Source: an optimization exercise on an open RTL-to-GDS flow (aim: a short achievable clock period and few clock cycles). Production flows keep margins and buffers that such runs may drop. In this exercise RTL edits were held to simulation tests only and were not proved equivalent to the original. Power figures rest on the tool's default switching activity, not on a simulated workload.

the baseline:
## pipeCore
module pipeCore (
  input  logic        CLK,
  input  logic        RSTB,
  input  logic        progWe,
  input  logic [5:0]  progAddr,
  input  logic [31:0] progData,
  output logic        wbWrite,
  output logic [3:0]  wbReg,
  output logic [15:0] wbData
);
Size: ~2800 cells after synthesis, roughly 1100 flip-flops, ~62 I/O pins, roughly 0.043 mm^2 of cells after synthesis.
clock: 3.6 ns
lec_check: 0
abc_clock_period_in_ps: 1200
cap_margin: 20
core_margin: 2
core_utilization: 50
setup_slack_margin: 2.2
slew_margin: 20
run.sh (not shown) runs the stock make flow with config.mk's settings and CLKGATE_MAP_FILE= SYNTH_SCRIPT=/design/flow/synth_recipe.tcl, a recipe that flattens the netlist after the stock synthesis.
Looking at the reports, the baseline completed the entire flow and the layout it produced met the timing, DRC and antenna checks.
Testbench counts of the baseline, summed over its fixed seeds: cycles 16,259.
[inputs] the candidate vs the baseline
diff --git a/flow/config.mk b/flow/config.mk
--- a/flow/config.mk
+++ b/flow/config.mk
@@ -7,7 +7,7 @@
 export LEC_CHECK = 0
-export ABC_CLOCK_PERIOD_IN_PS = 1200
+export ABC_CLOCK_PERIOD_IN_PS = 1500
 export CAP_MARGIN = 20
 export CORE_MARGIN = 2
-export CORE_UTILIZATION = 50
-export SETUP_SLACK_MARGIN = 2.2
+export CORE_UTILIZATION = 40
+export SETUP_SLACK_MARGIN = 1.9
 export SLEW_MARGIN = 20
==> run notes <==
The candidate vs the baseline on average wire per cell in the routed design: the candidate is the lower one.
The baseline ended up with sky130_fd_sc_hd__dfxtp_4 as its slowest stage cell on the critical path; the candidate ended up with sky130_fd_sc_hd__fa_1.
Changes observed in the candidate relative to the baseline: setup slack on the worst flop-to-flop path went up by 0.10 ns; initial antenna violation count went down by 2; standard-cell row count went up by 13; met1 routing resource usage after global routing went down by 8.7 points; via count went down by 2.3%.


Setup of before:
pipeCore, a different RTL version from the one above (not shown whole).
Size in the first run: about 3,800 cells after synthesis, about 52,000 um^2 of cells after synthesis.
clock: 3.6 ns
lec_check: 0
abc_clock_period_in_ps: 1500
cap_margin: 20
core_margin: 2
core_utilization: 40
cts_cluster_diameter: 80
cts_cluster_size: 30
setup_slack_margin: 1.9
slew_margin: 20
standard.sh (not shown) runs the stock make flow with config.mk's settings and CLKGATE_MAP_FILE= SYNTH_SCRIPT=/design/flow/synth_recipe.tcl, a recipe that flattens the netlist after the stock synthesis.
==> flow/flow/run.sh <==
#!/bin/bash
# Layout: the standard flow (standard.sh), with these changes:
#  - Yosys's full/half-adder extraction is off (ADDER_MAP_FILE empty), so
#    ABC maps the adders as plain logic.
#  - The 4-input OR/NOR cells join the platform's don't-use list (the first
#    36 names are the platform's own list): ABC tends to put these slow
#    cells on the critical paths.
#  - Port buffers are buf_4 cells; buffer_ports otherwise picks delay
#    buffers for some outputs.
#  - After placement, each output port's register is put next to its port
#    buffer (move_out_flops.tcl), before clock tree synthesis.
set -euo pipefail
DONT_USE="sky130_fd_sc_hd__lpflow_bleeder_1 sky130_fd_sc_hd__lpflow_clkbufkapwr_1 sky130_fd_sc_hd__lpflow_clkbufkapwr_16 sky130_fd_sc_hd__lpflow_clkbufkapwr_2 sky130_fd_sc_hd__lpflow_clkbufkapwr_4 sky130_fd_sc_hd__lpflow_clkbufkapwr_8 sky130_fd_sc_hd__lpflow_clkinvkapwr_1 sky130_fd_sc_hd__lpflow_clkinvkapwr_16 sky130_fd_sc_hd__lpflow_clkinvkapwr_2 sky130_fd_sc_hd__lpflow_clkinvkapwr_4 sky130_fd_sc_hd__lpflow_clkinvkapwr_8 sky130_fd_sc_hd__lpflow_decapkapwr_12 sky130_fd_sc_hd__lpflow_decapkapwr_3 sky130_fd_sc_hd__lpflow_decapkapwr_4 sky130_fd_sc_hd__lpflow_decapkapwr_6 sky130_fd_sc_hd__lpflow_decapkapwr_8 sky130_fd_sc_hd__lpflow_inputiso0n_1 sky130_fd_sc_hd__lpflow_inputiso0p_1 sky130_fd_sc_hd__lpflow_inputiso1n_1 sky130_fd_sc_hd__lpflow_inputiso1p_1 sky130_fd_sc_hd__lpflow_inputisolatch_1 sky130_fd_sc_hd__lpflow_isobufsrc_1 sky130_fd_sc_hd__lpflow_isobufsrc_16 sky130_fd_sc_hd__lpflow_isobufsrc_2 sky130_fd_sc_hd__lpflow_isobufsrc_4 sky130_fd_sc_hd__lpflow_isobufsrc_8 sky130_fd_sc_hd__lpflow_isobufsrckapwr_16 sky130_fd_sc_hd__lpflow_lsbuf_lh_hl_isowell_tap_1 sky130_fd_sc_hd__lpflow_lsbuf_lh_hl_isowell_tap_2 sky130_fd_sc_hd__lpflow_lsbuf_lh_hl_isowell_tap_4 sky130_fd_sc_hd__lpflow_lsbuf_lh_isowell_4 sky130_fd_sc_hd__lpflow_lsbuf_lh_isowell_tap_1 sky130_fd_sc_hd__lpflow_lsbuf_lh_isowell_tap_2 sky130_fd_sc_hd__lpflow_lsbuf_lh_isowell_tap_4 sky130_fd_sc_hd__probe_p_8 sky130_fd_sc_hd__probec_p_8 sky130_fd_sc_hd__or4_1 sky130_fd_sc_hd__or4_2 sky130_fd_sc_hd__or4_4 sky130_fd_sc_hd__or4b_1 sky130_fd_sc_hd__or4b_2 sky130_fd_sc_hd__or4b_4 sky130_fd_sc_hd__or4bb_1 sky130_fd_sc_hd__or4bb_2 sky130_fd_sc_hd__or4bb_4 sky130_fd_sc_hd__nor4_1 sky130_fd_sc_hd__nor4_2 sky130_fd_sc_hd__nor4_4 sky130_fd_sc_hd__nor4b_1 sky130_fd_sc_hd__nor4b_2 sky130_fd_sc_hd__nor4b_4 sky130_fd_sc_hd__nor4bb_1 sky130_fd_sc_hd__nor4bb_2 sky130_fd_sc_hd__nor4bb_4"
ARGS=(ADDER_MAP_FILE= "DONT_USE_CELLS=$DONT_USE"
      "BUFFER_PORTS_ARGS=-buffer_cell sky130_fd_sc_hd__buf_4")
bash standard.sh "${ARGS[@]}" place > standard_place.log 2>&1
R=orfs/results/${FLOW_PLATFORM:-sky130hd}/pipeCore/base
IN=$R/3_place.odb OUT=$R/3_place.odb openroad -no_init -exit flow/move_out_flops.tcl \
  > move_out_flops.log 2>&1
bash standard.sh "${ARGS[@]}" finish > standard_finish.log 2>&1
Other scripts of this flow, unchanged in this note and not shown: flow/flow/move_out_flops.tcl
The flow did not stop early for before: all stages ran, and the layout cleared the timing, DRC and antenna checks.
Testbench counts of before, summed over its fixed seeds: cycles 16,234.
diff inputs: before => after
-- flow/config.mk --
<<< before, line 11
export CORE_UTILIZATION = 40
export CTS_CLUSTER_DIAMETER = 80
export CTS_CLUSTER_SIZE = 30
export SETUP_SLACK_MARGIN = 1.9
>>> after, line 11
export CORE_UTILIZATION = 40
export SETUP_SLACK_MARGIN = 1.9
[summary]
Of after and before, the run reporting the lower cell area after layout was before.
The power share of the clock group of after is higher than that of before.
The clock transition at the registers of the reported paths of after is lower than that of before.
Sort after and before by sequential share of cell area desc -> top: before
Diff after..before | detailed placement HPWL | unchanged
Worst path setup slack after routing down 0.024 ns in after wrt before
| final period demand of the worst path | after vs before | worse |
Looking only at detailed route wirelength on metal3, and setting everything else aside, the higher value of after and before goes to after.
The total global routing track utilization of after exceeds that of before by 0.43 points.
Global-route wire length before repair in after is about 2% higher than in before
Cmp after and before / overall power / higher: after


delta:
Another version of the RTL of pipeCore (not shown whole).
Size: roughly 3700 cells after synthesis, about 62 I/O pins, about 51000 um2 of cells after synthesis.
export LEC_CHECK = 0
export ABC_CLOCK_PERIOD_IN_PS = 1500
export CAP_MARGIN = 20
export CORE_MARGIN = 2
export CORE_UTILIZATION = 40
export SETUP_SLACK_MARGIN = 1.9
export SLEW_MARGIN = 20
create_clock -name core_clock -period 3.6 [get_ports {CLK}]
==> flow/flow/move_out_flops.tcl <==
# Place each output port's register next to that port's buffer, then
# legalize with detailed placement. The database is read from env IN and
# written to env OUT. Only registers that drive an output buffer and
# nothing else are moved.
read_db $::env(IN)
set block [ord::get_db_block]
set moved 0
foreach bterm [$block getBTerms] {
  if {[$bterm getIoType] ne "OUTPUT"} { continue }
  set net [$bterm getNet]
  set buf ""
  foreach it [$net getITerms] {
    if {[$it isOutputSignal]} { set buf [$it getInst] }
  }
  if {$buf eq ""} { continue }
  set ff ""
  set loads 0
  foreach it [$buf getITerms] {
    if {[$it isInputSignal]} {
      set inet [$it getNet]
      if {$inet eq "NULL"} { continue }
      foreach it2 [$inet getITerms] {
        if {[$it2 isOutputSignal]} { set ff [$it2 getInst] } else { incr loads }
      }
    }
  }
  if {$ff eq "" || $loads != 1} { continue }
  if {![string match "sky130_fd_sc_hd__df*" [[$ff getMaster] getName]]} { continue }
  set bb [$buf getBBox]
  $ff setLocation [$bb xMin] [$bb yMin]
  $ff setPlacementStatus PLACED
  incr moved
  puts "moved [$ff getName] next to [$buf getName]"
}
puts "moved $moved registers"
detailed_placement
check_placement -verbose
write_db $::env(OUT)
Scripts as last shown in full above: flow/flow/run.sh
Testbench counts of delta, summed over its fixed seeds: cycles 16,234.
The following lists how nickel was set up differently from delta:
diff --git a/flow/flow/run.sh b/flow/flow/run.sh
--- a/flow/flow/run.sh
+++ b/flow/flow/run.sh
@@ -2 +2,2 @@
-# Layout: the standard flow (standard.sh), with these changes:
+# Layout: the standard flow (standard.sh), with three changes to how
+# cells are picked; the flow steps themselves are the standard ones.
@@ -4 +5 @@
-#    ABC maps the adders as plain logic.
+#    ABC maps the write-back adder as plain logic.
@@ -10,2 +10,0 @@
-#  - After placement, each output port's register is put next to its port
-#    buffer (move_out_flops.tcl), before clock tree synthesis.
@@ -14,7 +13,3 @@
-ARGS=(ADDER_MAP_FILE= "DONT_USE_CELLS=$DONT_USE"
-      "BUFFER_PORTS_ARGS=-buffer_cell sky130_fd_sc_hd__buf_4")
-bash standard.sh "${ARGS[@]}" place > standard_place.log 2>&1
-R=orfs/results/${FLOW_PLATFORM:-sky130hd}/pipeCore/base
-IN=$R/3_place.odb OUT=$R/3_place.odb openroad -no_init -exit flow/move_out_flops.tcl \
-  > move_out_flops.log 2>&1
-bash standard.sh "${ARGS[@]}" finish > standard_finish.log 2>&1
+bash standard.sh ADDER_MAP_FILE= "DONT_USE_CELLS=$DONT_USE" \
+  "BUFFER_PORTS_ARGS=-buffer_cell sky130_fd_sc_hd__buf_4" finish \
+  > standard_flow.log 2>&1
removed: flow/flow/move_out_flops.tcl
--- outcome ---
nickel | stages: all done | timing, DRC, antenna: all pass. The detail-routed net length per standard cell of nickel and that of delta are within noise of each other. Re via count of the first global-routing pass: delta was lower than nickel. In the metrics for delta and nickel, the one carrying the higher final core utilization is nickel. As far as total wire length is concerned, nickel and delta perform about the same. Relative to delta, routed wire length on met2 has decreased by 0.35% in nickel.

[afterwards: timing with drivers on the ports]
No port has a modelled driver above. Below, the same layouts with a new extraction and two added sets of constraints.
Step 1: set_driving_cell puts a clkbuf_16 on CLK and a buf_2 on each other input, an assumption about the parent block.
Step 2 moves the port delays by t, midway between the first and last clock arrival at a register: inputs arrive t later, outputs are due t later. That takes back most of the time a late clock gives input paths.
Three values: ideal, step 1, step 2; two values: the first two.
| run | shift t [ns] | setup WS [ns] | hold WS [ns] |
|---|---|---|---|
| the baseline | 0.762 | 1.295 / 1.295 / 1.295 | 0.014 / 0.002 / 0.327 |
| the candidate | 0.770 | 1.397 / 1.397 / 1.128 | 0.030 / 0.012 / 0.327 |
| before | 0.778 | 1.714 / 1.637 / 1.082 | 0.352 / 0.335 / 0.402 |
| after | 0.837 | 1.690 / 1.612 / 1.002 | 0.209 / 0.205 / 0.396 |
| delta | 0.847 | 1.682 / 1.600 / 1.026 | 0.208 / 0.287 / 0.383 |
| nickel | 0.852 | 1.605 / 1.531 / 1.053 | 0.212 / 0.294 / 0.363 |
After both steps setup and hold are still met in every run listed. For after, which loses most, drivers alone change the setup slack by -0.078 ns; drivers and shift together by -0.688 ns.
